Context: an optimization exercise on an open-source flow, tuned for small area, a short achievable clock period and few clock cycles. The choices shown serve that exercise and are no tape-out recipe.
Where RTL was checked, it was by simulation tests only, not by an equivalence proof against the original.
Function not checked in runs 1 and 2: the RTL went through the layout flow alone.
Power figures rest on the tool's default switching activity, not on a simulated workload.

==> design/flow/design.v <==
module uint_to_decimal_ascii_core (
    input  logic         i_clk,
    input  logic         i_rst_n,
    input  logic         in_valid,
    output logic         in_ready,
    input  logic [31:0]  in_value,
    output logic         out_valid,
    input  logic         out_ready,
    output logic [5:0]   out_char,
    output logic         out_last
);
    function automatic logic [3:0] add3(input logic [3:0] d);
        add3[3] = d[3] | (d[2] & (d[1] | d[0]));
        add3[2] = (d[2] & !d[1] & !d[0]) | (d[3] & d[0]);
        add3[1] = (!d[2] & d[1]) | (d[2] & d[1] & d[0]) | (d[3] & !d[0]);
        add3[0] = (!d[3] & !d[2] & d[0]) | (d[2] & d[1] & !d[0]) | (d[3] & !d[0]);
    endfunction
    function automatic logic [38:0] dd4(input logic [38:0] bcd, input logic [3:0] nib);
        logic [38:0] b;
        b = bcd;
        for (int s = 3; s >= 0; s--) begin
            for (int j = 0; j < 9; j++) b[4*j +: 4] = add3(b[4*j +: 4]);
            b = {b[37:0], nib[s]};
        end
        dd4 = b;
    endfunction
    function automatic logic [3:0] lead_digit(input logic [39:0] bcd);
        logic [3:0] k;
        k = '0;
        for (int j = 1; j < 10; j++) begin
            if (bcd[4*j +: 4] != 4'd0) k = 4'(j);
        end
        lead_digit = k;
    endfunction
    logic [31:0] r_b;         
    logic [2:0]  r_fidx;      
    logic        r_bvalid;    
    logic        r_bfirst;    
    logic        r_in_ready;
    logic [2:0] top;
    always_comb begin
        top = '0;
        for (int k = 2; k < 8; k++) begin
            if (in_value[4*k +: 4] != 4'd0) top = 3'(k - 1);
        end
    end
    logic [3:0]  r_nib;       
    logic [4:0]  r_nhb;       
    logic        r_nv, r_nfirst, r_nlast;
    logic [38:0] r_cb;
    logic        r_cb_done;
    logic [38:0] r_ob;
    logic [3:0]  r_ob_ptr;
    logic        r_ob_full;
    logic        r_ovalid, r_olast, r_svalid, r_slast;
    logic [3:0]  r_odig, r_sdig;
    logic push, ob_free, cb_move, stall, step, fetch, take, o_free;
    logic [3:0]  f_nib, f_nhi;
    logic [3:0]  ob_dig;
    logic [39:0] ob_x;
    logic [35:0] b_up;    
    assign push    = r_ob_full && !r_svalid;
    assign ob_free = !r_ob_full || (push && r_ob_ptr == 4'd0);
    assign cb_move = r_cb_done && ob_free;
    assign stall   = r_nv && r_nfirst && r_cb_done && !cb_move;
    assign step    = r_nv && !stall;
    assign fetch   = r_bvalid && !stall;
    assign take    = in_valid && r_in_ready;
    assign b_up  = {8'd0, r_b[31:4]};
    assign f_nib = r_b[4*r_fidx +: 4];
    assign f_nhi = b_up[4*r_fidx +: 4];
    assign ob_x  = {1'b0, r_ob};
    assign ob_dig = ob_x[4*r_ob_ptr +: 4];
    logic n_bvalid, n_bfirst, n_nv, n_nfirst, n_cb_done, n_ob_full, n_stall, n_ready_nt, fits_first;
    logic [2:0] n_fidx;
    assign fits_first = (in_value[31:8] == 24'd0);
    logic b_free;
    assign b_free = !r_bvalid || (fetch && r_fidx == 3'd0);
    always_comb begin
        n_bvalid = r_bvalid;
        n_bfirst = r_bfirst;
        n_fidx   = r_fidx;
        n_nv     = fetch || (r_nv && stall);
        n_nfirst = fetch ? r_bfirst : r_nfirst;
        if (fetch) begin
            n_bfirst = 1'b0;
            n_fidx   = r_fidx - 3'd1;
            if (r_fidx == 3'd0) n_bvalid = 1'b0;
        end
        if (b_free) begin
            n_bfirst = 1'b1;
            n_fidx   = top;
        end
        n_cb_done = (r_cb_done && !cb_move) || (step && r_nlast);
        n_ob_full = (r_ob_full && !(push && r_ob_ptr == 4'd0)) || cb_move;
        n_stall   = n_nv && n_nfirst && n_cb_done && n_ob_full;
        n_ready_nt = !n_bvalid || (n_fidx == 3'd0 && !n_stall);
        if (take) n_bvalid = 1'b1;
    end
    assign o_free = !r_ovalid || out_ready;
    always_ff @(posedge i_clk) begin
        if (!i_rst_n) begin
            r_bvalid   <= 1'b0;
            r_nv       <= 1'b0;
            r_in_ready <= 1'b0;
            r_cb_done  <= 1'b0;
            r_ob_full  <= 1'b0;
            r_ovalid   <= 1'b0;
            r_svalid   <= 1'b0;
        end else begin
            r_bvalid   <= n_bvalid;
            r_nv       <= n_nv;
            r_in_ready <= take ? (fits_first && !n_stall) : n_ready_nt;
            r_cb_done  <= n_cb_done;
            r_ob_full  <= n_ob_full;
            if (o_free) begin
                r_ovalid <= r_svalid || push;
                r_svalid <= 1'b0;
            end else if (push) begin
                r_svalid <= 1'b1;
            end
        end
    end
    always_ff @(posedge i_clk) begin
        if (b_free) begin
            r_b <= in_value;
        end
        r_fidx   <= n_fidx;
        r_bfirst <= n_bfirst;
        r_nfirst <= n_nfirst;
        if (fetch) begin
            r_nib   <= f_nib;
            r_nhb   <= {(f_nhi >= 4'd10), f_nhi - ((f_nhi >= 4'd10) ? 4'd10 : 4'd0)};
            r_nlast <= (r_fidx == 3'd0);
        end
        if (step) begin
            r_cb <= dd4(r_nfirst ? {34'd0, r_nhb} : r_cb, r_nib);
        end
        if (cb_move) begin
            r_ob     <= r_cb;
            r_ob_ptr <= lead_digit({1'b0, r_cb});
        end else if (push) begin
            r_ob_ptr <= r_ob_ptr - 4'd1;
        end
        if (o_free) begin
            r_odig  <= r_svalid ? r_sdig : ob_dig;
            r_olast <= r_svalid ? r_slast : (r_ob_ptr == 4'd0);
        end else if (push) begin
            r_sdig  <= ob_dig;
            r_slast <= (r_ob_ptr == 4'd0);
        end
    end
    assign in_ready  = r_in_ready;
    assign out_valid = r_ovalid;
    assign out_char  = {2'b11, r_odig};
    assign out_last  = r_olast;
endmodule
==> design/flow/flow/run.sh <==
#!/bin/bash
# The standard layout (standard.sh: the standard flow's own synthesis and ORFS flow) with two changes
# to how it is made: the timing repair aims for SETUP_SLACK_MARGIN ns of setup slack, so
# that the achieved period comes out well below the clock period, and each port gets the
# smallest buffer cell (repair may still resize it). The make output goes to
# flow_make.log.
set -euo pipefail
export SETUP_SLACK_MARGIN=${MARGIN:-7.6}
export BUFFER_PORTS_ARGS="-buffer_cell sky130_fd_sc_hd__buf_1"
bash standard.sh > flow_make.log 2>&1
==> design/flow/standard.sh <==
#!/bin/bash
# synth_recipe.tcl (not shown) runs the flow's synth.tcl, then flattens the netlist and writes it again
# the make line also repeats each setting of config.mk as NAME=value (left out here)
make -C /OpenROAD-flow-scripts/flow DESIGN_CONFIG=/design/flow/config.mk WORK_HOME=/design/flow/orfs CLKGATE_MAP_FILE= SYNTH_SCRIPT=/design/flow/synth_recipe.tcl "${@:-finish}"
==> design/flow/config.mk <==
export PLATFORM = sky130hd
export DESIGN_NAME = uint_to_decimal_ascii_core
export DESIGN_NICKNAME = uint_to_decimal_ascii_core
export VERILOG_FILES = /design/flow/design.v
export SDC_FILE = /design/flow/constraint.sdc
export NUM_CORES = 4
export LEC_CHECK = 0
export ABC_AREA = 1
export CAP_MARGIN = 20
export CORE_MARGIN = 2
export CORE_UTILIZATION = 40
export PLACE_DENSITY = 0.6
export SLEW_MARGIN = 20
==> design/flow/constraint.sdc <==
create_clock -name core_clock -period 11.0 [get_ports {i_clk}]
set_input_delay 2.2000 -clock core_clock [delete_from_list [all_inputs] [get_ports {i_clk}]]
set_output_delay 2.2000 -clock core_clock [all_outputs]
set_load 0.01 [all_outputs]
==> results.yml, run 1 <==
synth:
  ys_seq_area_share_pct: 49.7
  synth_seq_cells: 146
  yosys_warnings: 1
  syn_inst: 1107
  async_flop_share_pct: 0
  synth_area_sq_mm: 0.00859
  synth_edf_count: 134
  avgSynthCellArea_sq_um: 7.76
  synth_cell_types: 42
  synth_flop_cell: "edfxtp_1"
final_layout:
  syn_to_final_growth_pct: 12.2
  layout-drive-gt1-share_pct: 6.68
  instances_no_fill: 1443
  fin_nets: 1196
  num_antenna_cells: 0
clocking:
  clk_pin_slew_ns: 0.06
  numCtsBuffers: 17
  cts_hold_buf: 0
  clock_sinks: 146
  h-tree-depth: 4
  clockBufferDepth: 2
  cts-root-buf: "clkbuf_16"
  cts_tree: "done"
  clkLatencyLatePin_ns: 0.43
die:
  die_w_um: 151
  core_region_area_sq_mm: 0.0210
  die_area_sq_mm: 0.0227
  ioPinCount: 45
  start_util_pct: 40.8
  die_h_um: 151
  std_cell_rows: 53
placed_design:
  place_inst: 1405
  dp_hpwl_mm: 13.7
  dpl_worst_slack_ns: 7.38
  io_buffers: 42
  gp_congestion: 0.805
power_and_ir_drop:
  internal_power_uw: 1030
  total_power_uw: 1430
  power.switching_uw: 405
  p_leak_uw: 0.00418
  vdd_drop_max_mv: 0.0970
  clock_power_share_pct: 40.1
  p_seq_share_pct: 46.0
  pwr-share-comb_pct: 13.9
  p_sw_share_pct: 28.3
  power_density_mw_per_mm2: 148
setup_path:
  crit_buf_inv: 1
  crit_path_max_fanout: 2
  critPathSlowestCell: "dfxtp_1"
  rr_worst_depth: 11
  crit_type: "reg2out"
  cpPeakStageDelay_ns: 0.35
  r2r_end: "r_ob_ptr[1]"
  critical_path.startpoint: "r_in_ready"
  cp_cell_sequence: "buf_1"
  startpoint_type: "register"
  worstReg2RegStart: "r_ob_ptr[0]"
  crit_required_ns: 8.80
  critPathTopFamily: "flip-flops"
  crit_path_end_kind: "output pin"
  arrival_ns: 0.92
  r2r_slack_ns: 7.89
run_status:
  status: "complete, no violations"
grt:
  grt_remaining_overflow: 0
  antenna_found_initial: 0
  grt_usage_pct: 17.0
  grt_pass1_vias: 6414
  grt_pass1_wl_mm: 30.6
  grt_max_degree: 37
route:
  antenna_left: 0
  dr_wl_met3_um: 717
  top_layer_used: "met4"
  vias: 7173
  route.met2.wl_mm: 8.00
  drt_iter0_drc: 541
  vias_per_cell: 4.97
  totalWireLength_mm: 18.4
  met1Wirelength_mm: 9.45
  drtPass1Iterations: 5
  route.detailed.drc: 0
  wl_per_cell_um: 12.7
sta:
  finalMaxSlewViolations: 0
  finalSetupTns_ns: 0
  finalClockSkew_ns: 0.0135
  timing.fmax_mhz: 320
  worstMarginPinSlew_ns: 0.824
  hold_viol_final: 0
  min_period_ns: 3.12
  rsz0062_at_grt: "yes"
  min_period_over_period_pct: 28.4
  final-setup-viol-count: 0
  slew_headroom_pct: 44.9
  worst_slack_ns: 7.88
  fin_hold_ws_ns: 0.430
worst_hold_path:
  hold_path_startpoint: "r_nib[0]"
  hold_path_class: "reg2reg"
  hold_end: "r_cb[0]"
  min_path_cells: 0
run:
  maxCapViolCount: 0
[placed cells by master, fill, tap and decap left out, types with 12 or more instances in the layout]
cell	Yosys	layout
nand2_1	304	304
inv_1	156	153
o21ai_1	28	28
nand3_1	84	84
clkbuf_16	0	17
o21ai_0	75	75
edfxtp_1	134	134
buf_1	1	42
nor2_1	143	143
nor3_1	12	12
a21oi_1	35	35
[routing by layer]
layer | GRT usage, % | vias to the layer above
li1 | - | 3786
met1 | 24.7 | 3221
met2 | 26.2 | 153
met3 | 3.15 | 13
met4 | 4.53 | 0
met5 | 0 | -
[worst max-delay path by stage]
stage               cells after the start  slack [ns]          end
floorplan                              10        7.75   r_in_ready
global placement                       11        7.40   r_in_ready
detailed placement                     10        7.38  r_ob_ptr[3]
CTS                                    11        7.81   r_in_ready
global route                           11        7.55  r_ob_ptr[1]
finish                                  1        7.88     in_ready
[state kept, by name, summed over array words and instances, names as in the netlist, 3 cells and up]
| signal | count |
|---|---|
| r_b | 32 |
| r_ob | 39 |
| r_nhb | 5 |
| r_nib | 4 |
| r_fidx | 3 |
| r_sdig | 4 |
| r_odig | 4 |
| r_cb | 39 |
| r_ob_ptr | 4 |
[final cells by class]
cell class | count | area, sq um
tap | 275 | 344
sequential | 146 | 4270
inverter | 163 | 623
clock buffer | 17 | 425
multi-input combinational | 776 | 3600
timing repair inverter | 2 | 10.0
timing repair buffer | 49 | 208
clock inverter | 15 | 163
fill | 2065 | 11400
[kinds of logic after synthesis]
group	synth area share (%)
other	0.0437
adder cells (fa/ha/maj)	0.729
flip-flops	49.7
XOR/XNOR	0.204
buffers and inverters	8.53
AND/OR/NAND/NOR	28.2
AO/OA/AOI/OAI	12.7
[cells in the mapped netlist (all sizes together), types with 2 or more instances]
master | count | area, sq um
nor2 | 149 | 574
clkbuf | 16 | 60.1
a32o | 3 | 30.0
nand2 | 308 | 1170
a21oi | 41 | 228
nand3 | 87 | 450
o22ai | 6 | 37.5
buf | 7 | 60.1
or2 | 2 | 12.5
inv | 163 | 612
ha | 5 | 62.6
o21a | 5 | 37.5
a31oi | 7 | 43.8
xnor2 | 2 | 17.5
dfxtp | 12 | 240
nand4 | 12 | 90.1
o211ai | 6 | 45.0
o21ai | 107 | 551
o221ai | 7 | 61.3
edfxtp | 134 | 4020
nor3 | 12 | 60.1
nand3b | 6 | 45.0
[stage by stage]
| stage | instance area (sq um) | util [%] |
|---|---|---|
| finish | 9640 | 45.8 |
| global route | 9640 | 45.8 |
| CTS | 9600 | 45.7 |
| detailed placement | 8990 | 42.8 |
| global placement | 8990 | 42.8 |
| floorplan | 8590 | - |
[power groups by stage]
stage	clock, uW	combinational, uW	sequential [uW]
after floorplan	0	159	659
after global placement	0	195	669
after detailed placement	0	198	669
after CTS	582	199	658
after global routing	608	232	661
final	573	199	658
[what timing repair did]
action | in CTS | in global routing
hold endpoints to repair | 0 | 0
gates resized for setup | 2 | 3
gates cloned | 1 | 1
endpoints found under the setup margin | 28 | 4
buffers inserted | 1 | 3
==> run 2: changes to the inputs <==
==> design/flow/flow/run.sh (replaced) <==
#!/bin/bash
# The standard layout (standard.sh: the standard flow's synthesis and the ORFS flow), changed in how
# it is made only:
#  - synthesis runs flow/synth.tcl, which is synth_recipe.tcl with ABC's mapping script
#    replaced by flow/abc_area2.script (same registers, smaller logic);
#  - the timing repair aims for SETUP_SLACK_MARGIN ns of setup slack, so that the achieved
#    period comes out well below the clock period;
#  - each port gets the smallest buffer cell (repair may still resize it).
# The make output (all tools) goes to flow_make.log; ORFS keeps each step's log under orfs/logs.
set -euo pipefail
export SETUP_SLACK_MARGIN=${MARGIN:-7.6}
export BUFFER_PORTS_ARGS="-buffer_cell sky130_fd_sc_hd__buf_1"
here=$(pwd)
sed "s#SYNTH_SCRIPT=[^ ]*#SYNTH_SCRIPT=${here}/flow/synth.tcl#" standard.sh > flow_standard.sh
grep -q "SYNTH_SCRIPT=${here}/flow/synth.tcl" flow_standard.sh
bash flow_standard.sh > flow_make.log 2>&1
==> design/flow/flow/abc_area2.script (new file) <==
strash
dch -f
map -a
mfs2
strash
dch -f
map -a
topo
stime -c
buffer -c
dnsize -c
==> design/flow/flow/synth.tcl (new file) <==
# The standard flow's synthesis (synth_recipe.tcl in the work folder), with its final ABC mapping run with
# abc_area2.script (an area-oriented script with two choice/mapping rounds and mfs2) in
# place of ORFS's abc_area.script. Registers and everything else are as synth_recipe.tcl makes
# them.
set ::own_flow_dir [file dirname [file normalize [info script]]]
proc abc {args} {
  set i [lsearch -exact $args -script]
  if {$i >= 0} {
    lset args [expr {$i + 1}] [file join $::own_flow_dir abc_area2.script]
  }
  yosys abc {*}$args
}
source [file join [file dirname $::own_flow_dir] synth_recipe.tcl]
--- a/design/flow/config.mk
+++ b/design/flow/config.mk
@@ -10,4 +10,5 @@
 export CORE_MARGIN = 2
-export CORE_UTILIZATION = 40
-export PLACE_DENSITY = 0.6
+export CORE_UTILIZATION = 55
+export CTS_BUF_LIST = sky130_fd_sc_hd__clkbuf_8
+export PLACE_DENSITY = 0.65
 export SLEW_MARGIN = 20
==> run 2 against run 1 <==
Area after synthesis decreased by 7.5%. Largest cell class unchanged. Synthesized cell count is 15% lower. Sequential share of layout area rose by 4.0 points. Combinational power rose by 95%. Fmax shrank 8.0%. Clock-buffer cell count is the same.
==> results.yml, run 2 <==
synth:
  synth_top_area_cell: "edfxtp_1"
  syn_inst: 937
  synth_edf_count: 134
  synth_area_sq_mm: 0.00794
  synth_cell_types: 38
  ys_seq_area_share_pct: 53.7
  synth_area_leaders: "edfxtp_1, nor2_1, inv_1"
  yosys_warnings: 1
  synth_flop_cell: "edfxtp_1"
  synthTopCellsByCount: "nor2_1, inv_1, edfxtp_1, nand2_1, o21ai_0"
  avgSynthCellArea_sq_um: 8.48
  synth_seq_cells: 146
  synthMostInstantiatedCell: "nor2_1"
  async_flop_share_pct: 0
  synth_top_cell_area_share_pct: 50.7
route:
  drt_iter0_drc: 539
  route.detailed.drc: 0
  vias: 6776
  wl_per_cell_um: 15.8
  vias_per_cell: 5.71
  drtPass1Iterations: 7
  totalWireLength_mm: 18.8
  antenna_left: 0
grt:
  grt_pass1_vias: 6111
  antenna_found_initial: 0
  grt_pass1_wl_mm: 29.7
  grt_usage_pct: 25.4
  grt_remaining_overflow: 0
  grt_max_degree: 37
die:
  die_w_um: 124
  die_h_um: 124
  std_cell_rows: 43
  die_area_sq_mm: 0.0154
  start_util_pct: 56.8
  core_region_area_sq_mm: 0.0140
  ioPinCount: 45
sta:
  min_period_over_period_pct: 30.9
  timing.fmax_mhz: 294
  finalMaxSlewViolations: 0
  finalSetupTns_ns: 0
  final-setup-viol-count: 0
  slew_headroom_pct: 53.0
  min_period_ns: 3.40
  finalClockSkew_ns: 0.0116
  rsz0062_at_grt: "yes"
  worstMarginPinSlew_ns: 0.698
  fin_hold_ws_ns: 0.432
  hold_viol_final: 0
final_layout:
  fin_nets: 1034
  num_antenna_cells: 0
  finalInstanceArea_sq_mm: 0.00884
  instances_no_fill: 1186
  fillers: 1169
  final_common_cell: "nor2_1"
  regArea_sq_mm: 0.00427
  multi_input_comb_area_sq_mm: 0.00310
  final_cell_mix: "nor2_1, inv_1, edfxtp_1"
  layout-drive-gt1-share_pct: 6.76
  largestRegisters: "r_cb x39, r_ob x39, r_b x32"
  syn_to_final_growth_pct: 11.3
setup_path:
  rr_worst_depth: 17
  crit_path_end_kind: "register"
  arrival_ns: 3.79
  crit_path_max_fanout: 2
  crit_required_ns: 11.39
  crit_type: "in2reg"
  startpoint_type: "input pin"
run:
  maxCapViolCount: 0
worst_hold_path:
  min_path_cells: 0
  hold_path_class: "reg2reg"
clocking:
  clk_pin_slew_ns: 0.08
  clock_sinks: 146
  cts-root-buf: "clkbuf_8"
  clkLatencyLatePin_ns: 0.46
  numCtsBuffers: 17
  clockBufferDepth: 2
  cts_hold_buf: 0
  h-tree-depth: 4
  cts_tree: "done"
placed_design:
  place_area_sq_mm: 0.00829
  place_inst: 1143
  gp_congestion: 0.940
  io_buffers: 42
  dp_hpwl_mm: 13.5
run_status:
  status: "complete, no violations"
power_and_ir_drop:
  power_density_mw_per_mm2: 170
  vdd_drop_max_mv: 0.106
  p_leak_uw: 0.00353
run 2: kinds of logic (layout without fill, tap and decap cells):
| kind of cell | Yosys count | after routing | synth area share (%) |
|---|---|---|---|
| compound gates | 240 | 240 | 17.6 |
| xor+xnor | 3 | 3 | 0.331 |
| fa+ha+maj | 5 | 5 | 0.788 |
| buf+inv | 171 | 239 | 8.21 |
| flops | 146 | 146 | 53.7 |
| mux | 2 | 2 | 0.283 |
| other cells | 1 | 2 | 0.0472 |
| simple gates | 369 | 369 | 19.1 |
run 2: metrics by stage:
stage	power (uW)	worst slack, ns	utilization [%]
after floorplan	971	7.37	-
after global routing	1590	7.50	63.2
final	1500	7.60	63.2
after global placement	1040	7.07	59.2
after detailed placement	1070	6.87	59.2
after CTS	1490	7.45	62.3
run 2: layer usage:
layer / part of all wire (%) / up-vias / wire length (um) / global-route usage (%)
li1: - / 3367 / - / -
met2: 44 / 215 / 8330 / 38.5
met4: 1.2 / 0 / 227 / 7.09
met1: 48 / 3173 / 9100 / 36.7
met3: 6.0 / 21 / 1120 / 5.77
met5: 0 / - / 0 / 0
run 2: repair_timing:
action	CTS	global route
setup endpoints to repair	48	33
pin swaps	0	2
setup buffers	1	9
gates resized for setup	6	15
cloned	1	0
run 2: where the power goes:
| part | switching (uW) | leakage [uW] | internal, uW | total [uW] |
|---|---|---|---|---|
| clock network | 205 | 0.000202 | 222 | 427 |
| registers | 25.6 | 0.00138 | 661 | 686 |
| logic | 266 | 0.00195 | 122 | 389 |
| total | 497 | 0.00353 | 1010 | 1500 |
run 2: path summary, 6_finish.rpt:
check,from,end,slack [ns]
min,r_nib[0],r_cb[0],0.43
min reg2reg,r_nib[0],r_cb[0],0.43
max,in_value[9],r_in_ready,7.60
max reg2reg,r_ob_ptr[0],r_in_ready,7.80
run 2: critical path, cell delays in order:
cell and delay (ns):
buf_1 0.09, or4_4 0.56, a21boi_1 0.16, o22ai_1 0.08, o21ai_1 0.12, inv_1 0.07, nor3_2 0.11, nand2_1 0.08
a32o_1 0.20, a21oi_1 0.10
run 2: cell type report:
cell class,instances,area share (%)
repair inverters,1,0.0566
clock inverters,15,1.88
inverters,149,6.38
repair buffers,57,3.14
clock buffers,17,2.65
multi-input cells,621,35.1
flip-flops and latches,146,48.3
well taps,180,2.55
==> run 3: changes to the inputs <==
--- a/design/flow/design.v
+++ b/design/flow/design.v
@@ -73,5 +73,4 @@
     assign ob_dig = ob_x[4*r_ob_ptr +: 4];
-    logic n_bvalid, n_bfirst, n_nv, n_nfirst, n_cb_done, n_ob_full, n_stall, n_ready_nt, fits_first;
+    logic n_bvalid, n_bfirst, n_nv, n_nfirst, n_cb_done, n_ob_full, n_stall, n_ready_nt;
     logic [2:0] n_fidx;
-    assign fits_first = (in_value[31:8] == 24'd0);
     logic b_free;
@@ -96,3 +95,3 @@
         n_stall   = n_nv && n_nfirst && n_cb_done && n_ob_full;
-        n_ready_nt = !n_bvalid || (n_fidx == 3'd0 && !n_stall);
+        n_ready_nt = !n_bvalid || ((fetch ? r_fidx == 3'd1 : r_fidx == 3'd0) && !n_stall);
         if (take) n_bvalid = 1'b1;
@@ -112,3 +111,3 @@
             r_nv       <= n_nv;
-            r_in_ready <= take ? (fits_first && !n_stall) : n_ready_nt;
+            r_in_ready <= !take && n_ready_nt;
             r_cb_done  <= n_cb_done;
==> run 3 against run 2 <==
Still clean. Via count is 0.58% lower. Setup slack better by 0.22 ns. First-iteration DRC count is 3.7% higher. Total power is 14% lower. Flip-flop and latch count stayed put. Fmax is 7.0% higher. Core utilization is 0.24 points higher. Synthesized cell count is 1.3% lower. Sequential power is 3.9% lower. Critical path depth is 8 higher. Non-clock buffer count is 5 lower. Combinational power is about 50% lower.
==> results.yml, run 3 <==
synth:
  avgSynthCellArea_sq_um: 8.58
  synth_cell_types: 36
  synth_seq_cells: 146
  synth_top_cell_area_share_pct: 51.8
  syn_inst: 925
  synthTopCellsByCount: "inv_1, nor2_1, edfxtp_1, nand2_1, o21ai_0"
  synth_area_sq_mm: 0.00794
  synth_edf_count: 137
  async_flop_share_pct: 0
  synth_top_area_cell: "edfxtp_1"
  yosys_warnings: 1
  ys_seq_area_share_pct: 54.1
  synth_flop_cell: "edfxtp_1"
  synth_area_leaders: "edfxtp_1, inv_1, nor2_1"
  synthMostInstantiatedCell: "inv_1"
die:
  die_h_um: 124
  std_cell_rows: 43
  ioPinCount: 45
  die_w_um: 124
  die_area_sq_mm: 0.0154
  start_util_pct: 56.7
  core_region_area_sq_mm: 0.0140
setup_path:
  critical_path.startpoint: "r_nfirst"
  r2r_end: "r_cb[8]"
  crit_path_end: "r_cb[8]"
  rr_worst_depth: 18
  crit_path_max_fanout: 35
  startpoint_type: "register"
  crit_required_ns: 11.19
  crit_type: "reg2reg"
  arrival_ns: 3.37
  r2r_slack_ns: 7.83
  worstReg2RegStart: "r_nfirst"
  crit_path_end_kind: "register"
route:
  drtPass1Iterations: 6
  wl_per_cell_um: 16.1
  vias: 6737
  drt_iter0_drc: 559
  route.detailed.drc: 0
  antenna_left: 0
  vias_per_cell: 5.78
  totalWireLength_mm: 18.8
power_and_ir_drop:
  clock_power_share_pct: 34.1
  p_seq_share_pct: 51.0
  internal_power_uw: 944
  p_leak_uw: 0.00351
  p_sw_share_pct: 27.1
  power.switching_uw: 350
  power_density_mw_per_mm2: 146
  pwr-share-comb_pct: 14.9
  vdd_drop_max_mv: 0.0896
sta:
  hold_viol_final: 0
  rsz0062_at_grt: "no"
  slew_headroom_pct: 35.0
  finalMaxSlewViolations: 0
  timing.fmax_mhz: 315
  finalSetupTns_ns: 0
  min_period_over_period_pct: 28.9
  finalClockSkew_ns: 0.0137
  worstMarginPinSlew_ns: 0.971
  min_period_ns: 3.17
  fin_hold_ws_ns: 0.436
  final-setup-viol-count: 0
grt:
  grt_pass1_vias: 6200
  grt_max_degree: 42
  grt_usage_pct: 25.3
  antenna_found_initial: 0
  grt_remaining_overflow: 0
  grt_pass1_wl_mm: 29.8
final_layout:
  final_util_pct: 63.4
  num_antenna_cells: 0
  final_cell_mix: "inv_1, nor2_1, edfxtp_1"
  syn_to_final_growth_pct: 11.8
  fin_nets: 1015
  instances_no_fill: 1166
  largestRegisters: "r_cb x39, r_ob x39, r_b x32"
  final_common_cell: "inv_1"
  layout-drive-gt1-share_pct: 6.29
clocking:
  cts_hold_buf: 0
  cts-root-buf: "clkbuf_8"
  clk_pin_slew_ns: 0.08
  clkLatencyLatePin_ns: 0.46
  numCtsBuffers: 17
  cts_tree: "done"
  clockBufferDepth: 2
  clock_sinks: 146
  h-tree-depth: 4
run_status:
  status: "complete, no violations"
placed_design:
  gp_congestion: 0.911
  place_inst: 1128
  dp_hpwl_mm: 13.4
  io_buffers: 42
worst_hold_path:
  hold_path_class: "reg2reg"
  hold_path_startpoint: "r_nib[0]"
run:
  maxCapViolCount: 0
-- run 3: critical path: stages, from the launching register on --
cell      delay [ns]
dfxtp_4         0.40
buf_12          0.15
clkinv_1        0.09
buf_8           0.20
nand2_1         0.09
nand2_1         0.09
inv_1           0.12
nand3_2         0.11
o21ai_2         0.19
buf_4           0.13
nor2_1          0.04
a21oi_1         0.31
inv_1           0.12
o22ai_2         0.19
inv_2           0.09
a21oi_4         0.20
inv_1           0.10
nor2_1          0.15
o21ai_0         0.10
-- run 3: final cells by class --
| cell class | instances | area, sq um |
|---|---|---|
| fillers | 1177 | 5120 |
| flip-flops and latches | 146 | 4300 |
| clock buffers | 20 | 275 |
| multi-input cells | 605 | 3060 |
| well taps | 180 | 225 |
| repair buffers | 52 | 288 |
| repair inverters | 1 | 5.00 |
| inverters | 150 | 581 |
| clock inverters | 12 | 143 |
-- run 3: per-stage QoR --
stage / setup WS [ns] / power (uW) / instance area (sq um)
floorplan: 7.81 / 796 / 7940
global placement: 6.78 / 838 / 8260
detailed placement: 6.95 / 849 / 8290
CTS: 7.60 / 1290 / 8740
global route: 7.62 / 1350 / 8870
finish: 7.83 / 1290 / 8870
-- run 3: logic make-up after synthesis --
family                   Yosys count  synth area share, %
AND/OR/NAND/NOR                  358                 18.5
AO/OA/AOI/OAI                    234                 17.5
buffers and inverters            175                 8.39
flip-flops                       146                 54.1
adder cells (fa/ha/maj)            6                0.946
XOR/XNOR                           5                0.552
other                              1               0.0473
-- run 3: routing by layer --
metal	global-route usage (%)	wire length, um	part of all wire, %
met3	5.77	1230	6.5
met1	37.3	8970	48
met2	36.6	8290	44
met4	9.27	331	1.8
met5	0	0	0
-- run 3: worst min-delay path by stage --
stage	end	slack, ns	cells after the start
2_1_floorplan	r_cb[0]	0.40	0
3_3_place_gp	r_cb[0]	0.41	0
3_5_place_dp	r_cb[0]	0.41	0
4_1_cts	r_cb[0]	0.43	0
5_1_grt	r_cb[0]	0.46	0
6_report	r_cb[0]	0.44	0
-- run 3: what timing repair did --
item	in CTS	in global routing
gates cloned	0	2
pin swaps	0	2
gates resized for setup	9	21
setup endpoints to repair	45	83
buffers inserted	1	3
-- run 3: power groups by stage --
stage	clock [uW]	combinational, uW	sequential (uW)
finish	441	193	659
global route	471	218	662
CTS	446	182	659
detailed placement	0	178	671
global placement	0	167	671
floorplan	0	135	662
Testbench counts of run 3, summed over its fixed seeds: cycles 17,925.
==> run 4: changes to the inputs <==
--- a/design/flow/flow/run.sh
+++ b/design/flow/flow/run.sh
@@ -10,3 +10,3 @@
 set -euo pipefail
-export SETUP_SLACK_MARGIN=${MARGIN:-7.6}
+export SETUP_SLACK_MARGIN=${MARGIN:-7.85}
 export BUFFER_PORTS_ARGS="-buffer_cell sky130_fd_sc_hd__buf_1"
==> run 4 against run 3 <==
Largest cell class unchanged. Critical path type is now reg2out. Sequential share of layout area rose by 0.25 points. Critical endpoint is now out_char[1]. Global-route usage fell by 0.060 points. Synthesized cell count did not move. Die area did not move. Largest power group unchanged.
==> results.yml, run 4 <==
final_layout:
  syn_to_final_growth_pct: 11.3
  final_common_cell: "inv_1"
  largestRegisters: "r_cb x39, r_ob x39, r_b x32"
  final_util_pct: 63.1
  layout-drive-gt1-share_pct: 7.51
  fin_nets: 1015
  instances_no_fill: 1166
  final_cell_mix: "inv_1, nor2_1, edfxtp_1"
  num_antenna_cells: 0
synth:
  avgSynthCellArea_sq_um: 8.58
  synth_area_leaders: "edfxtp_1, inv_1, nor2_1"
  synth_cell_types: 36
  yosys_warnings: 1
  synth_top_area_cell: "edfxtp_1"
  synth-simple-area-share_pct: 18.5
  synthMuxAreaShare_pct: 0
  synthTopCellsByCount: "inv_1, nor2_1, edfxtp_1, nand2_1, o21ai_0"
  synth_seq_cells: 146
  syn_inst: 925
  synth_top_family_by_area: "simple AND/OR/NAND/NOR gates"
  ys_seq_area_share_pct: 54.1
  synth_flop_cell: "edfxtp_1"
  synth_adder_area_share_pct: 0.946
  synth-xor-area-share_pct: 0.552
  synth_compound_area_share_pct: 17.5
  synth_area_sq_mm: 0.00794
  synthMostInstantiatedCell: "inv_1"
  async_flop_share_pct: 0
  synth_top_cell_area_share_pct: 51.8
  synth_edf_count: 137
placed_design:
  dp_hpwl_mm: 13.4
  dpl_worst_slack_ns: 6.98
  place_inst: 1128
  io_buffers: 42
  gp_congestion: 0.900
setup_path:
  worstReg2RegStart: "r_nfirst"
  crit_required_ns: 8.80
  r2r_slack_ns: 7.88
  startpoint_type: "register"
  rr_worst_depth: 20
  crit_path_end_kind: "output pin"
  critical_path.startpoint: "r_odig[1]"
  cp_cell_sequence: "clkbuf_2"
  crit_type: "reg2out"
  arrival_ns: 0.96
  crit_path_max_fanout: 1
  critPathSlowestCell: "edfxtp_1"
  cpPeakStageDelay_ns: 0.38
  r2r_end: "r_cb[8]"
  crit_buf_inv: 1
  critPathTopFamily: "flip-flops"
clocking:
  cts_hold_buf: 0
  clock_sinks: 146
  clk_pin_slew_ns: 0.08
  cts-root-buf: "clkbuf_8"
  cts_tree: "done"
  h-tree-depth: 4
  numCtsBuffers: 17
  clkLatencyLatePin_ns: 0.45
  clockBufferDepth: 2
route:
  totalWireLength_mm: 18.5
  vias: 6764
  met1Wirelength_mm: 8.60
  drt_iter0_drc: 599
  dr_wl_met3_mm: 1.50
  route.met2.wl_mm: 8.16
  top_layer_used: "met4"
  antenna_left: 0
  wl_per_cell_um: 15.9
  drtPass1Iterations: 6
  vias_per_cell: 5.80
  route.detailed.drc: 0
grt:
  grt_pass1_wl_mm: 29.6
  antenna_found_initial: 0
  grt_usage_pct: 25.2
  grt_max_degree: 42
  grt_pass1_vias: 6146
  grt_remaining_overflow: 0
sta:
  timing.fmax_mhz: 317
  worst_slack_ns: 7.84
  finalMaxSlewViolations: 0
  min_period_ns: 3.16
  hold_viol_final: 0
  finalClockSkew_ns: 0.0124
  finalSetupTns_ns: 0
  rsz0062_at_grt: "yes"
  min_period_over_period_pct: 28.7
  final-setup-viol-count: 0
  slew_headroom_pct: 51.0
  worstMarginPinSlew_ns: 0.734
power_and_ir_drop:
  power_density_mw_per_mm2: 142
  p_leak_uw: 0.00348
  total_power_uw: 1250
  vdd_drop_max_mv: 0.0853
worst_hold_path:
  hold_path_startpoint: "r_nib[0]"
  hold_path_class: "reg2reg"
  min_path_cells: 0
  hold_end: "r_cb[0]"
die:
  start_util_pct: 56.7
  die_w_um: 124
  ioPinCount: 45
  std_cell_rows: 43
  die_area_sq_mm: 0.0154
  core_region_area_sq_mm: 0.0140
  die_h_um: 124
run:
  maxCapViolCount: 0
run_status:
  status: "complete, no violations"
-- run 4: metrics by stage --
stage / hold WS [ns] / area [sq um]
3_5_place_dp: 0.423 / 8290
3_3_place_gp: 0.419 / 8260
4_1_cts: 0.441 / 8740
6_report: 0.441 / 8830
2_1_floorplan: 0.400 / 7950
5_1_grt: 0.455 / 8830
-- run 4: worst max-delay path by stage --
stage          cells past startpoint  slack (ns)     endpoint
2_1_floorplan                      3        7.86    r_fidx[0]
3_3_place_gp                      11        6.92    r_fidx[0]
3_5_place_dp                      20        6.98      r_cb[8]
4_1_cts                            1        7.82  out_char[1]
5_1_grt                           20        7.65      r_cb[8]
6_report                           1        7.84  out_char[1]
-- run 4: timing repair --
| action | in CTS | in global routing |
|---|---|---|
| hold endpoints to repair | 0 | 0 |
| cloned | 1 | 1 |
| setup buffers | 4 | 0 |
| setup endpoints to repair | 115 | 67 |
| gates resized for setup | 12 | 27 |
-- run 4: power breakdown --
group | internal [uW] | total, uW | leakage (uW) | switching [uW]
Clock | 199 | 403 | 0.000190 | 204
Sequential | 640 | 656 | 0.00138 | 16.2
Combinational | 62.1 | 191 | 0.00191 | 129
-- run 4: layout make-up --
cell class	instances	area (sq um)
flip-flops and latches	146	4300
well taps	180	225
repair buffers	51	272
clock inverters	15	143
fillers	1195	5160
repair inverters	2	11.3
clock buffers	17	234
multi-input cells	605	3070
inverters	150	581
-- run 4: kinds of logic (layout without fill, tap and decap cells) --
kind of cell             Yosys count  after routing
AND/OR/NAND/NOR                  358            358
flip-flops                       146            146
XOR/XNOR                           5              5
buffers and inverters            175            235
AO/OA/AOI/OAI                    234            234
other                              1              2
adder cells (fa/ha/maj)            6              6
-- run 4: worst register-to-register path, cell delays in order, from the launching register on --
cell and delay (ns):
dfxtp_4 0.36, clkinv_1 0.08, buf_8 0.18, nand2_1 0.10
nand2_1 0.09, inv_1 0.10, nand3_1 0.15, o21ai_1 0.24
inv_1 0.07, nor2_1 0.15, inv_1 0.07, o21ai_2 0.10
inv_1 0.07, nor2_1 0.13, inv_1 0.07, o22ai_1 0.19
inv_1 0.16, a21oi_4 0.19, inv_1 0.10, nor2_1 0.15
o21ai_0 0.11
-- run 4: per-layer routing --
layer  global-route usage, %  vias up
met5                       0        -
met4                    7.44        0
met3                    6.14       24
met2                    37.9      276
met1                    36.4     3158
li1                        -     3306
==> run 5: changes to the inputs <==
--- a/design/flow/config.mk
+++ b/design/flow/config.mk
@@ -12,2 +12,3 @@
 export CTS_BUF_LIST = sky130_fd_sc_hd__clkbuf_8
+export CTS_CLUSTER_SIZE = 30
 export PLACE_DENSITY = 0.65
==> run 5 against run 4 <==
Largest cell class unchanged. Still clean. Clock skew unchanged. Register-to-register slack is essentially flat. Non-clock buffer count unchanged. Hold slack is the same. Critical path depth stayed put. Largest power group unchanged. Flip-flop and latch count did not move. Fmax stayed put. Area after synthesis unchanged. Synthesized cell count did not move.
==> results.yml, run 5 <==
setup_path:
  arrival_ns: 0.96
  crit_path_max_fanout: 1
  critPathSlowestCell: "edfxtp_1"
  crit_buf_inv: 1
  cpPeakStageDelay_ns: 0.38
  startpoint_type: "register"
  crit_type: "reg2out"
  cp_cell_sequence: "clkbuf_2"
  crit_path_end_kind: "output pin"
  crit_required_ns: 8.80
  critPathTopFamily: "flip-flops"
final_layout:
  final_util_pct: 63.1
  fillers: 1195
  layout-drive-gt1-share_pct: 7.51
  final_cell_mix: "inv_1, nor2_1, edfxtp_1"
  final_common_cell: "inv_1"
  num_antenna_cells: 0
  finalInstanceArea_sq_mm: 0.00883
  fin_nets: 1015
  largestRegisters: "r_cb x39, r_ob x39, r_b x32"
  syn_to_final_growth_pct: 11.3
synth:
  synth_edf_count: 137
  synth_flop_cell: "edfxtp_1"
  synth_top_area_cell: "edfxtp_1"
  synth_cell_types: 36
  async_flop_share_pct: 0
  synth_seq_cells: 146
  synth_top_cell_area_share_pct: 51.8
  synthTopCellsByCount: "inv_1, nor2_1, edfxtp_1, nand2_1, o21ai_0"
  syn_inst: 925
  synth_area_sq_mm: 0.00794
  synth_area_leaders: "edfxtp_1, inv_1, nor2_1"
  avgSynthCellArea_sq_um: 8.58
  synthMostInstantiatedCell: "inv_1"
  ys_seq_area_share_pct: 54.1
  yosys_warnings: 1
route:
  vias_per_cell: 5.80
  drtPass1Iterations: 6
  totalWireLength_mm: 18.5
  route.detailed.drc: 0
  wl_per_cell_um: 15.9
  antenna_left: 0
  drt_iter0_drc: 599
  vias: 6764
sta:
  timing.fmax_mhz: 317
  min_period_over_period_pct: 28.7
  finalClockSkew_ns: 0.0124
  finalMaxSlewViolations: 0
  worstMarginPinSlew_ns: 0.734
  finalSetupTns_ns: 0
  rsz0062_at_grt: "yes"
  min_period_ns: 3.16
  hold_viol_final: 0
  slew_headroom_pct: 51.0
  final-setup-viol-count: 0
die:
  ioPinCount: 45
  die_h_um: 124
  die_area_sq_mm: 0.0154
  std_cell_rows: 43
  core_region_area_sq_mm: 0.0140
  die_w_um: 124
  start_util_pct: 56.7
power_and_ir_drop:
  vdd_drop_max_mv: 0.0853
  p_leak_uw: 0.00348
  power_density_mw_per_mm2: 142
  total_power_uw: 1250
grt:
  grt_pass1_vias: 6146
  grt_remaining_overflow: 0
  grt_pass1_wl_mm: 29.6
  antenna_found_initial: 0
  grt_usage_pct: 25.2
  grt_max_degree: 42
clocking:
  numCtsBuffers: 17
  clockBufferDepth: 2
  clk_pin_slew_ns: 0.08
  cts_hold_buf: 0
  clock_sinks: 146
  clkLatencyLatePin_ns: 0.45
  h-tree-depth: 4
  cts-root-buf: "clkbuf_8"
  cts_tree: "done"
run:
  maxCapViolCount: 0
worst_hold_path:
  hold_path_class: "reg2reg"
run_status:
  status: "complete, no violations"
placed_design:
  gp_congestion: 0.900
  place_area_sq_mm: 0.00829
  io_buffers: 42
  dp_hpwl_mm: 13.4
==> run 5: cell counts in the layout (fill, tap and decap cells not counted) <==
No cell type changed its count.
==> run 5: logic make-up (layout without fill, tap and decap cells) <==
logic type	Yosys count	in the layout	share of synthesized area (%)
flip-flops	146	146	54.1
adder cells (fa/ha/maj)	6	6	0.946
other	1	2	0.0473
AND/OR/NAND/NOR	358	358	18.5
AO/OA/AOI/OAI	234	234	17.5
buffers and inverters	175	235	8.39
XOR/XNOR	5	5	0.552
==> run 5: layout make-up <==
type | count | area [sq um] | share of cell area (%)
Sequential cell | 146 | 4300 | 48.7
Clock buffer | 17 | 234 | 2.65
Tap cell | 180 | 225 | 2.55
Timing Repair Buffer | 51 | 272 | 3.07
Inverter | 150 | 581 | 6.57
Clock inverter | 15 | 143 | 1.61
Timing Repair inverter | 2 | 11.3 | 0.127
Multi-Input combinational cell | 605 | 3070 | 34.7
==> run 5: layer usage <==
layer | global-route usage (%) | vias up | wire length, um
li1 | - | 3306 | -
met1 | 36.4 | 3158 | 8600
met2 | 37.9 | 276 | 8160
met3 | 6.14 | 24 | 1500
met4 | 7.44 | 0 | 264
met5 | 0 | - | 0
==> run 5: power breakdown <==
| part | internal [uW] | switching, uW |
|---|---|---|
| clock | 199 | 204 |
| sequential | 640 | 16.2 |
| combinational | 62.1 | 129 |
| total | 901 | 349 |
==> run 5: what timing repair did <==
item | 4_1_cts | 5_1_grt
endpoints found under the setup margin | 115 | 67
gates cloned | 1 | 1
buffers inserted | 4 | 0
resized for setup | 12 | 27
hold endpoints to repair | 0 | 0
==> run 5: final timing paths <==
check	slack, ns	from	depth (start not counted)	endpoint
setup reg to reg	7.88	r_nfirst	20	r_cb[8]
hold / removal	0.44	r_nib[0]	0	r_cb[0]
setup / recovery	7.84	r_odig[1]	1	out_char[1]
hold reg to reg	0.44	r_nib[0]	0	r_cb[0]
==> run 5: per-stage QoR <==
step | std cells | setup WS (ns) | hold WS (ns)
final | 1166 | 7.84 | 0.441
after global routing | 1166 | 7.65 | 0.455
after CTS | 1165 | 7.82 | 0.441
after detailed placement | 1128 | 6.98 | 0.423
after floorplan | 926 | 7.86 | 0.400
after global placement | 1127 | 6.92 | 0.419
==> run 6: changes to the inputs <==
--- a/design/flow/config.mk
+++ b/design/flow/config.mk
@@ -10,6 +10,5 @@
 export CORE_MARGIN = 2
-export CORE_UTILIZATION = 55
+export CORE_UTILIZATION = 70
 export CTS_BUF_LIST = sky130_fd_sc_hd__clkbuf_8
-export CTS_CLUSTER_SIZE = 30
-export PLACE_DENSITY = 0.65
+export PLACE_DENSITY = 0.75
 export SLEW_MARGIN = 20
==> run 6 against run 5 <==
Combinational power grew 5%. First-iteration DRC count grew 38%. Final cell count shrank 2.4%. Die area shrank 21%. Critical path depth is the same. Register-to-register slack gained 0.11 ns. Total power grew 2.0%. Fmax is essentially flat. Critical path type unchanged. Critical endpoint is now out_char[3]. Highest routed layer unchanged.
==> results.yml, run 6 <==
die:
  start_util_pct: 72.6
  die_area_sq_mm: 0.0122
  ioPinCount: 45
  die_h_um: 110
  core_region_area_sq_mm: 0.0109
  std_cell_rows: 38
  die_w_um: 110
route:
  vias_per_cell: 6.25
  totalWireLength_mm: 19.2
  antenna_left: 0
  drtPass1Iterations: 8
  vias: 7108
  drt_iter0_drc: 828
  wl_per_cell_um: 16.9
  route.detailed.drc: 0
synth:
  synth_top_cell_area_share_pct: 51.8
  synth_edf_count: 137
  async_flop_share_pct: 0
  synth_flop_cell: "edfxtp_1"
  ys_seq_area_share_pct: 54.1
  synth_seq_cells: 146
  synth_top_area_cell: "edfxtp_1"
  synth_area_leaders: "edfxtp_1, inv_1, nor2_1"
  yosys_warnings: 1
  synth_cell_types: 36
  synth_area_sq_mm: 0.00794
  synthMostInstantiatedCell: "inv_1"
  synthTopCellsByCount: "inv_1, nor2_1, edfxtp_1, nand2_1, o21ai_0"
  avgSynthCellArea_sq_um: 8.58
  syn_inst: 925
sta:
  finalMaxSlewViolations: 0
  slew_headroom_pct: 50.4
  timing.fmax_mhz: 317
  worstMarginPinSlew_ns: 0.735
  finalSetupTns_ns: 0
  min_period_ns: 3.16
  min_period_over_period_pct: 28.7
  final-setup-viol-count: 0
  finalClockSkew_ns: 0.0107
  rsz0062_at_grt: "yes"
  hold_viol_final: 0
power_and_ir_drop:
  power_density_mw_per_mm2: 144
  power.switching_uw: 353
  p_leak_uw: 0.00353
  p_seq_share_pct: 51.5
  pwr-share-comb_pct: 15.8
  internal_power_uw: 923
  vdd_drop_max_mv: 0.133
  p_sw_share_pct: 27.7
  clock_power_share_pct: 32.7
setup_path:
  startpoint_type: "register"
  crit_buf_inv: 1
  crit_path_max_fanout: 1
  crit_required_ns: 8.80
  cp_cell_sequence: "clkbuf_2"
  r2r_slack_ns: 7.99
  arrival_ns: 0.96
  cpPeakStageDelay_ns: 0.37
  critPathSlowestCell: "edfxtp_1"
  crit_type: "reg2out"
  crit_path_end_kind: "output pin"
  critPathTopFamily: "flip-flops"
run_status:
  status: "complete, no violations"
worst_hold_path:
  hold_path_class: "reg2reg"
clocking:
  h-tree-depth: 4
  numCtsBuffers: 17
  clockBufferDepth: 2
  clock_sinks: 146
  cts-root-buf: "clkbuf_8"
  cts_tree: "done"
  clk_pin_slew_ns: 0.08
  clkLatencyLatePin_ns: 0.45
final_layout:
  layout-drive-gt1-share_pct: 8.42
  fin_nets: 1027
  finalInstanceArea_sq_mm: 0.00888
  largestRegisters: "r_cb x39, r_ob x39, r_b x32"
  num_antenna_cells: 0
  regArea_sq_mm: 0.00430
  final_common_cell: "inv_1"
  multi_input_comb_area_sq_mm: 0.00307
  fillers: 660
  syn_to_final_growth_pct: 11.8
  final_cell_mix: "inv_1, nor2_1, edfxtp_1"
placed_design:
  io_buffers: 42
  dp_hpwl_mm: 13.4
  gp_congestion: 0.907
  place_area_sq_mm: 0.00822
grt:
  grt_pass1_wl_mm: 30.9
  grt_max_degree: 40
  grt_usage_pct: 31.6
  grt_remaining_overflow: 0
  antenna_found_initial: 0
  grt_pass1_vias: 6697
run:
  maxCapViolCount: 0
==> run 6: cell counts after synthesis <==
No cell type changed its count.
==> run 6: cell families (layout without fill, tap and decap cells) <==
kind of cell | Yosys count | count (layout) | share of synthesized area, %
AO/OA/AOI/OAI | 234 | 234 | 17.5
XOR/XNOR | 5 | 5 | 0.552
adder cells (fa/ha/maj) | 6 | 6 | 0.946
buffers and inverters | 175 | 247 | 8.39
flip-flops | 146 | 146 | 54.1
other | 1 | 2 | 0.0473
AND/OR/NAND/NOR | 358 | 358 | 18.5
==> run 6: area by class of cell <==
class | count | share of cell area, %
clock buffers | 17 | 2.64
clock inverters | 15 | 1.68
inverters | 150 | 6.57
multi-input cells | 605 | 34.6
flip-flops and latches | 146 | 48.4
well taps | 140 | 1.97
repair buffers | 64 | 4.02
repair inverters | 1 | 0.0564
==> run 6: power by group through the flow <==
stage	registers [uW]	clock network [uW]	logic, uW
5_1_grt	660	440	225
6_report	658	417	201
4_1_cts	657	416	182
3_3_place_gp	669	0	161
3_5_place_dp	670	0	176
2_1_floorplan	662	0	135
==> run 6: through the flow <==
stage | instances | util [%] | total power, uW | hold slack [ns] | worst slack [ns]
after global placement | 1086 | 75.0 | 830 | 0.415 | 6.46
after floorplan | 926 | - | 796 | 0.400 | 7.86
after global routing | 1138 | 81.2 | 1320 | 0.440 | 7.77
final | 1138 | 81.2 | 1280 | 0.440 | 7.84
after CTS | 1123 | 79.4 | 1260 | 0.442 | 7.82
after detailed placement | 1087 | 75.2 | 846 | 0.427 | 6.28
==> run 6: per-layer routing <==
layer / up-vias / share of wire [%] / global-route usage, %
met5: - / 0 / 0
met2: 463 / 46 / 48.9
met1: 3255 / 41 / 43.8
met3: 56 / 10 / 7.85
li1: 3334 / - / -
met4: 0 / 2.6 / 11.4
==> run 6: path summary, 6_finish.rpt <==
kind	from	endpoint	cells past startpoint
setup / recovery	r_odig[3]	out_char[3]	1
hold / removal	r_nib[0]	r_cb[0]	0
setup reg to reg	r_nfirst	r_cb[5]	16
hold reg to reg	r_nib[0]	r_cb[0]	0
==> run 6: what timing repair did <==
item                       4_1_cts  5_1_grt
pin swaps                        0        1
gates cloned                     1        0
hold buffers                     0        0
buffers inserted                 3       14
setup endpoints to repair      180       67
resized for setup               16       21
==> run 7: changes to the inputs <==
==> design/flow/flow/abc_area2.script (replaced) <==
strash
&get -n
&dch -f
&nf -R 1000
&put
mfs2
strash
dch -f
map -a
topo
stime -c
buffer -c
dnsize -c
--- a/design/flow/flow/synth.tcl
+++ b/design/flow/flow/synth.tcl
@@ -1,3 +1,3 @@
 # The standard flow's synthesis (synth_recipe.tcl in the work folder), with its final ABC mapping run with
-# abc_area2.script (an area-oriented script with two choice/mapping rounds and mfs2) in
+# abc_area2.script (an area-oriented script: choice mapping rounds with &nf and map -a, and mfs2) in
 # place of ORFS's abc_area.script. Registers and everything else are as synth_recipe.tcl makes
--- a/design/flow/config.mk
+++ b/design/flow/config.mk
@@ -10,5 +10,5 @@
 export CORE_MARGIN = 2
-export CORE_UTILIZATION = 70
+export CORE_UTILIZATION = 55
 export CTS_BUF_LIST = sky130_fd_sc_hd__clkbuf_8
-export PLACE_DENSITY = 0.75
+export PLACE_DENSITY = 0.65
 export SLEW_MARGIN = 20
==> run 7 against run 6 <==
Still clean. Register-to-register slack improved by 0.02 ns. First-iteration DRC count decreased by 25%. Fmax decreased by 0.23%. Clock skew increased by 0.0012 ns. Flip-flop and latch count unchanged. Routed wire length increased by 0.45%. Clock power decreased by 5%. Total power decreased by 1.5%. Via count decreased by 4.4%. Combinational power about the same. Area after synthesis about the same. Hold slack improved by 0.0038 ns. Critical endpoint is now out_char[2]. Highest routed layer unchanged.
==> results.yml, run 7 <==
synth:
  synth_top_area_cell: "edfxtp_1"
  synth_compound_area_share_pct: 18.5
  synth_adder_area_share_pct: 0.946
  ys_seq_area_share_pct: 54.1
  yosys_warnings: 1
  synth-xor-area-share_pct: 0.441
  synthTopCellsByCount: "nor2_1, inv_1, edfxtp_1, nand2_1, o21ai_0"
  synth_area_sq_mm: 0.00794
  synth_seq_cells: 146
  synth_edf_count: 137
  synthMuxAreaShare_pct: 0
  synth_top_family_by_area: "compound AO/OA/AOI/OAI gates"
  synth-simple-area-share_pct: 17.7
  syn_inst: 910
  synth_cell_types: 41
  synth_top_cell_area_share_pct: 51.8
  avgSynthCellArea_sq_um: 8.72
  synth_area_leaders: "edfxtp_1, nor2_1, inv_1"
  synthMostInstantiatedCell: "nor2_1"
  synth_flop_cell: "edfxtp_1"
  async_flop_share_pct: 0
final_layout:
  final_cell_mix: "nor2_1, inv_1, edfxtp_1"
  final_common_cell: "nor2_1"
  final_util_pct: 64.1
  multi_input_comb_area_sq_mm: 0.00313
  layout-drive-gt1-share_pct: 9.78
  finalInstanceArea_sq_mm: 0.00896
  regArea_sq_mm: 0.00430
  num_antenna_cells: 0
  syn_to_final_growth_pct: 12.9
  fin_nets: 1011
  fillers: 1128
  largestRegisters: "r_cb x39, r_ob x39, r_b x32"
setup_path:
  crit_path_max_fanout: 1
  critPathSlowestCell: "edfxtp_1"
  crit_path_end_kind: "output pin"
  crit_buf_inv: 1
  cpPeakStageDelay_ns: 0.38
  critPathTopFamily: "flip-flops"
  crit_type: "reg2out"
  crit_required_ns: 8.80
  arrival_ns: 0.96
  cp_cell_sequence: "clkbuf_2"
  startpoint_type: "register"
sta:
  min_period_over_period_pct: 28.8
  finalSetupTns_ns: 0
  final-setup-viol-count: 0
  fin_hold_ws_ns: 0.443
  finalClockSkew_ns: 0.0118
  min_period_ns: 3.16
  worstMarginPinSlew_ns: 0.737
  timing.fmax_mhz: 316
  rsz0062_at_grt: "yes"
  slew_headroom_pct: 50.8
  worst_slack_ns: 7.84
  finalMaxSlewViolations: 0
  hold_viol_final: 0
grt:
  antenna_found_initial: 0
  grt_pass1_vias: 6071
  grt_max_degree: 33
  grt_usage_pct: 25.7
  grt_pass1_wl_mm: 29.8
  grt_remaining_overflow: 0
power_and_ir_drop:
  p_leak_uw: 0.00353
  power_density_mw_per_mm2: 140
  vdd_drop_max_mv: 0.103
die:
  die_h_um: 124
  core_region_area_sq_mm: 0.0140
  die_area_sq_mm: 0.0154
  start_util_pct: 56.7
  die_w_um: 124
  ioPinCount: 45
  std_cell_rows: 43
route:
  drt_iter0_drc: 618
  antenna_left: 0
  totalWireLength_mm: 19.3
  vias: 6798
  vias_per_cell: 5.85
  drtPass1Iterations: 6
  wl_per_cell_um: 16.6
  route.detailed.drc: 0
clocking:
  clk_pin_slew_ns: 0.08
  cts-root-buf: "clkbuf_8"
  clockBufferDepth: 2
  cts_hold_buf: 0
  h-tree-depth: 4
  clock_sinks: 146
  clkLatencyLatePin_ns: 0.46
  numCtsBuffers: 17
  cts_tree: "done"
placed_design:
  dpl_worst_slack_ns: 7.12
  dp_hpwl_mm: 13.5
  gp_congestion: 0.876
  io_buffers: 42
  place_area_sq_mm: 0.00829
run_status:
  status: "complete, no violations"
run:
  maxCapViolCount: 0
worst_hold_path:
  hold_path_class: "reg2reg"
-- run 7: cell count changes after synthesis, sizes merged, moves of 4 or more --
cell / delta
a32oi: -5
o211ai: +4
nor2: +5
o21ai: -5
nand2: -34
nor3: +6
or2: +4
nand3: -6
clkbuf: -5
a31oi: +4
-- run 7: layer usage --
layer / up-vias / global-route usage [%] / wire, um / share of wire, %
li1: 3324 / - / - / -
met1: 3170 / 35.9 / 8740 / 45
met2: 275 / 38.8 / 8820 / 46
met3: 29 / 7.19 / 1430 / 7.4
met4: 0 / 8.50 / 310 / 1.6
met5: - / 0 / 0 / 0
-- run 7: worst paths after layout --
path / to / slack, ns / from / depth (start not counted)
max: out_char[2] / 7.84 / r_odig[2] / 1
min: r_cb[0] / 0.44 / r_nib[0] / 0
max reg2reg: r_cb[13] / 8.01 / r_nfirst / 17
min reg2reg: r_cb[0] / 0.44 / r_nib[0] / 0
-- run 7: kinds of logic (layout without fill, tap and decap cells) --
| family | after synthesis | count (layout) |
|---|---|---|
| other cells | 1 | 2 |
| buf+inv | 173 | 242 |
| xor+xnor | 4 | 4 |
| fa+ha+maj | 6 | 6 |
| flops | 146 | 146 |
| simple gates | 336 | 337 |
| compound gates | 244 | 245 |
-- run 7: report_power, final --
| part | switching, uW | internal [uW] | total [uW] | leakage (uW) |
|---|---|---|---|---|
| Clock | 208 | 190 | 398 | 0.000185 |
| Combinational | 132 | 67.0 | 199 | 0.00196 |
| Sequential | 19.7 | 641 | 660 | 0.00138 |
-- run 7: per-stage QoR --
step	total power, uW	std cells
4_1_cts	1250	1149
3_5_place_dp	848	1113
3_3_place_gp	837	1112
6_report	1260	1162
5_1_grt	1310	1162
2_1_floorplan	799	911
-- run 7: layout make-up --
class / count / area share (%)
Clock buffer: 19 / 2.92
Clock inverter: 13 / 1.27
Inverter: 150 / 6.49
Multi-Input combinational cell: 594 / 34.9
Sequential cell: 146 / 48.0
Tap cell: 180 / 2.51
Timing Repair Buffer: 58 / 3.77
Timing Repair inverter: 2 / 0.140
-- run 7: timing repair --
action / 4_1_cts / 5_1_grt
buffers inserted: 2 / 11
cloned: 2 / 2
pin swaps: 1 / 3
hold endpoints to repair: 0 / 0
endpoints found under the setup margin: 146 / 147
resized for setup: 15 / 34
==> run 8: changes to the inputs <==
--- a/design/flow/design.v
+++ b/design/flow/design.v
@@ -73,6 +73,4 @@
     assign ob_dig = ob_x[4*r_ob_ptr +: 4];
-    logic n_bvalid, n_bfirst, n_nv, n_nfirst, n_cb_done, n_ob_full, n_stall, n_ready_nt;
+    logic n_bvalid, n_bfirst, n_nv, n_nfirst, n_cb_done, n_ob_full, n_stall;
     logic [2:0] n_fidx;
-    logic b_free;
-    assign b_free = !r_bvalid || (fetch && r_fidx == 3'd0);
     always_comb begin
@@ -88,3 +86,4 @@
         end
-        if (b_free) begin
+        if (take) begin
+            n_bvalid = 1'b1;
             n_bfirst = 1'b1;
@@ -95,4 +94,2 @@
         n_stall   = n_nv && n_nfirst && n_cb_done && n_ob_full;
-        n_ready_nt = !n_bvalid || ((fetch ? r_fidx == 3'd1 : r_fidx == 3'd0) && !n_stall);
-        if (take) n_bvalid = 1'b1;
     end
@@ -111,3 +108,3 @@
             r_nv       <= n_nv;
-            r_in_ready <= !take && n_ready_nt;
+            r_in_ready <= !n_bvalid || (n_fidx == 3'd0 && !n_stall);
             r_cb_done  <= n_cb_done;
@@ -123,3 +120,3 @@
     always_ff @(posedge i_clk) begin
-        if (b_free) begin
+        if (take) begin
             r_b <= in_value;
--- a/design/flow/flow/run.sh
+++ b/design/flow/flow/run.sh
@@ -10,3 +10,3 @@
 set -euo pipefail
-export SETUP_SLACK_MARGIN=${MARGIN:-7.85}
+export SETUP_SLACK_MARGIN=${MARGIN:-7.6}
 export BUFFER_PORTS_ARGS="-buffer_cell sky130_fd_sc_hd__buf_1"
==> design/flow/flow/abc_area2.script (replaced) <==
strash
dch -f
map -a
mfs2
strash
dch -f
map -a
topo
stime -c
buffer -c
dnsize -c
--- a/design/flow/flow/synth.tcl
+++ b/design/flow/flow/synth.tcl
@@ -1,3 +1,3 @@
 # The standard flow's synthesis (synth_recipe.tcl in the work folder), with its final ABC mapping run with
-# abc_area2.script (an area-oriented script: choice mapping rounds with &nf and map -a, and mfs2) in
+# abc_area2.script (an area-oriented script with two choice/mapping rounds and mfs2) in
 # place of ORFS's abc_area.script. Registers and everything else are as synth_recipe.tcl makes
==> run 8 against run 7 <==
Sequential share of layout area increased by 0.26 points. First-iteration DRC count increased by 6.8%. Final cell count increased by 2.6%. Critical path depth increased by 7. Register-to-register slack got worse by 0.18 ns. Synthesized cell count increased by 4.4%. Critical endpoint is now r_in_ready. Largest power group is now combinational logic.
==> results.yml, run 8 <==
run_status:
  status: "complete, no violations"
clocking:
  clockBufferDepth: 2
  cts_tree: "done"
  h-tree-depth: 4
  numCtsBuffers: 17
  cts_hold_buf: 0
  clk_pin_slew_ns: 0.08
  clkLatencyLatePin_ns: 0.46
  cts-root-buf: "clkbuf_8"
  clock_sinks: 146
grt:
  antenna_found_initial: 0
  grt_util_met3_pct: 5.24
  grt_remaining_overflow: 0
  grt_pass1_vias: 6276
  busiest_layer: "met2"
  use_met2_pct: 37.2
  grt_usage_pct: 24.2
  met1_usage_pct: 34.4
  grt_max_degree: 42
  grt_pass1_wl_mm: 29.9
die:
  core_region_area_sq_mm: 0.0140
  die_w_um: 124
  std_cell_rows: 43
  die_h_um: 124
  start_util_pct: 56.9
  ioPinCount: 45
  die_area_sq_mm: 0.0155
setup_path:
  crit_type: "in2reg"
  crit_path_max_fanout: 2
  r2r_slack_ns: 7.83
  rr_worst_depth: 20
  crit_cells: 8
  worstReg2RegStart: "r_cb[4]"
  critical_path.startpoint: "in_value[9]"
  cpPeakStageDelay_ns: 0.55
  critPathTopFamily: "compound AO/OA/AOI/OAI gates"
  arrival_ns: 3.71
  cp_cell_sequence: "buf_1 > or4_1 > a21boi_2 > o21ai_2 > a32o_2 > a2111oi_4 > nor2_1 > nor2_1"
  crit_path_end: "r_in_ready"
  cp_common_cell: "nor2_1"
  crit_buf_inv: 1
  startpoint_type: "input pin"
  critPathSlowestCell: "or4_1"
  r2r_end: "r_cb[16]"
  crit_path_end_kind: "register"
  crit_required_ns: 11.39
power_and_ir_drop:
  vdd_drop_max_mv: 0.138
  p_leak_uw: 0.00349
  power_density_mw_per_mm2: 243
synth:
  synthMostInstantiatedCell: "nor2_1"
  synth_top_area_cell: "edfxtp_1"
  synth_edf_count: 134
  synth_cell_types: 38
  ys_seq_area_share_pct: 53.6
  synth_area_sq_mm: 0.00796
  synth_flop_cell: "edfxtp_1"
  avgSynthCellArea_sq_um: 8.38
  async_flop_share_pct: 0
  yosys_warnings: 1
  synthTopCellsByCount: "nor2_1, inv_1, nand2_1, edfxtp_1, o21ai_0"
  syn_inst: 950
  synth_top_cell_area_share_pct: 50.6
  synth_area_leaders: "edfxtp_1, nor2_1, inv_1"
  synth_seq_cells: 146
placed_design:
  place_inst: 1151
  dpl_worst_slack_ns: 6.20
  io_buffers: 42
  gp_congestion: 0.832
  dp_hpwl_mm: 13.4
final_layout:
  syn_to_final_growth_pct: 11.2
  fin_nets: 1040
  final_util_pct: 63.3
  final_common_cell: "nor2_1"
  instances_no_fill: 1192
  largestRegisters: "r_cb x39, r_ob x39, r_b x32"
  layout-drive-gt1-share_pct: 6.32
  num_antenna_cells: 0
  final_cell_mix: "nor2_1, inv_1, nand2_1"
sta:
  rsz0062_at_grt: "yes"
  slew_headroom_pct: 53.4
  timing.fmax_mhz: 302
  worstMarginPinSlew_ns: 0.693
  finalClockSkew_ns: 0.0134
  min_period_over_period_pct: 30.1
  hold_viol_final: 0
  min_period_ns: 3.31
  worst_slack_ns: 7.69
  finalMaxSlewViolations: 0
  final-setup-viol-count: 0
  finalSetupTns_ns: 0
route:
  route.detailed.drc: 0
  vias_per_cell: 5.71
  wl_per_cell_um: 15.7
  drt_iter0_drc: 660
  antenna_left: 0
  totalWireLength_mm: 18.7
  drtPass1Iterations: 6
  vias: 6809
run:
  maxCapViolCount: 0
worst_hold_path:
  hold_path_class: "reg2reg"
[run 8: layer usage]
| metal | part of all wire, % | vias up | wire (um) |
|---|---|---|---|
| met4 | 1.4 | 0 | 258 |
| met1 | 47 | 3202 | 8870 |
| met2 | 45 | 228 | 8460 |
| met3 | 6.0 | 21 | 1130 |
| li1 | - | 3358 | - |
| met5 | 0 | - | 0 |
[run 8: cell type report]
class / count / area (sq um)
clock buffers: 17 / 234
clock inverters: 15 / 168
fillers: 1198 / 5140
inverters: 154 / 597
multi-input cells: 627 / 3100
flip-flops and latches: 146 / 4270
well taps: 180 / 225
repair buffers: 52 / 256
repair inverters: 1 / 5.00
[run 8: through the flow]
step	power (uW)	hold WS, ns	area [sq um]
floorplan	1480	0.400	7970
global placement	1630	0.407	8270
detailed placement	1690	0.412	8290
CTS	2120	0.438	8740
global route	2320	0.444	8850
finish	2150	0.438	8850
[run 8: kinds of logic (layout without fill, tap and decap cells)]
group,count (synthesis),count (layout),synth area share [%]
other,1,2,0.0471
AND/OR/NAND/NOR,385,385,19.7
flip-flops,146,146,53.6
AO/OA/AOI/OAI,233,233,17.1
adder cells (fa/ha/maj),5,5,0.786
XOR/XNOR,2,2,0.220
buffers and inverters,178,239,8.55
[run 8: worst min-delay path by stage]
stage	from	endpoint	slack (ns)	cells after the start
2_1_floorplan	r_nib[0]	r_cb[0]	0.40	0
3_3_place_gp	r_nib[0]	r_cb[0]	0.41	0
3_5_place_dp	r_nib[0]	r_cb[0]	0.41	0
4_1_cts	r_nib[0]	r_cb[0]	0.44	0
5_1_grt	r_nib[0]	r_cb[0]	0.44	0
6_report	r_nib[0]	r_cb[0]	0.44	0
[run 8: power breakdown]
| part | leakage [uW] | switching [uW] | internal, uW |
|---|---|---|---|
| sequential | 0.00134 | 61.6 | 722 |
| clock | 0.000198 | 206 | 222 |
| combinational | 0.00195 | 634 | 301 |
| total | 0.00349 | 902 | 1240 |
[run 8: repair_timing]
action                                  4_1_cts  5_1_grt
hold endpoints to repair                      0        0
endpoints found under the setup margin       61       16
buffers inserted                              1        7
pin swaps                                     0        3
cloned                                        1        0
gates resized for setup                      10       12
Testbench counts of run 8, summed over its fixed seeds: cycles 17,923.

what the ideal ports hide:
How much do the figures lean on ideal ports? The routed layouts below were timed once more, with nothing changed but the port constraints.
Step 1 (the two cells are an assumption about what drives the block):
set clk [get_ports {i_clk}]
set_driving_cell -lib_cell sky130_fd_sc_hd__clkbuf_16 $clk
set_driving_cell -lib_cell sky130_fd_sc_hd__buf_2 [delete_from_list [all_inputs] $clk]
Step 2 also shifts input and output timing later by t, the mid clock arrival at the registers, as if the neighbouring blocks saw the same clock.
a / b / c = ideal / step 1 / step 2; a / b = the first two.
run	t, ns	setup WS [ns]	clock arrival spread, ns	worst register clock-pin slew, ns	cell pins on the clock port's net
run 1	0.469	7.876 / 7.829 / 7.504	0.014 / 0.014	0.07 / 0.07	1
run 2	0.488	7.603 / 7.620 / 7.132	0.011 / 0.012	0.08 / 0.08	1
run 3	0.489	7.826 / 7.809 / 7.419	0.015 / 0.014	0.08 / 0.08	1
run 4	0.480	7.843 / 7.804 / 7.507	0.013 / 0.013	0.08 / 0.08	1
run 5	0.480	7.843 / 7.804 / 7.507	0.013 / 0.013	0.08 / 0.08	1
run 6	0.483	7.843 / 7.807 / 7.560	0.012 / 0.012	0.08 / 0.08	1
run 7	0.493	7.836 / 7.796 / 7.533	0.013 / 0.013	0.09 / 0.09	1
run 8	0.491	7.689 / 7.710 / 7.218	0.013 / 0.013	0.08 / 0.08	1
After both steps every run listed still meets setup and hold.
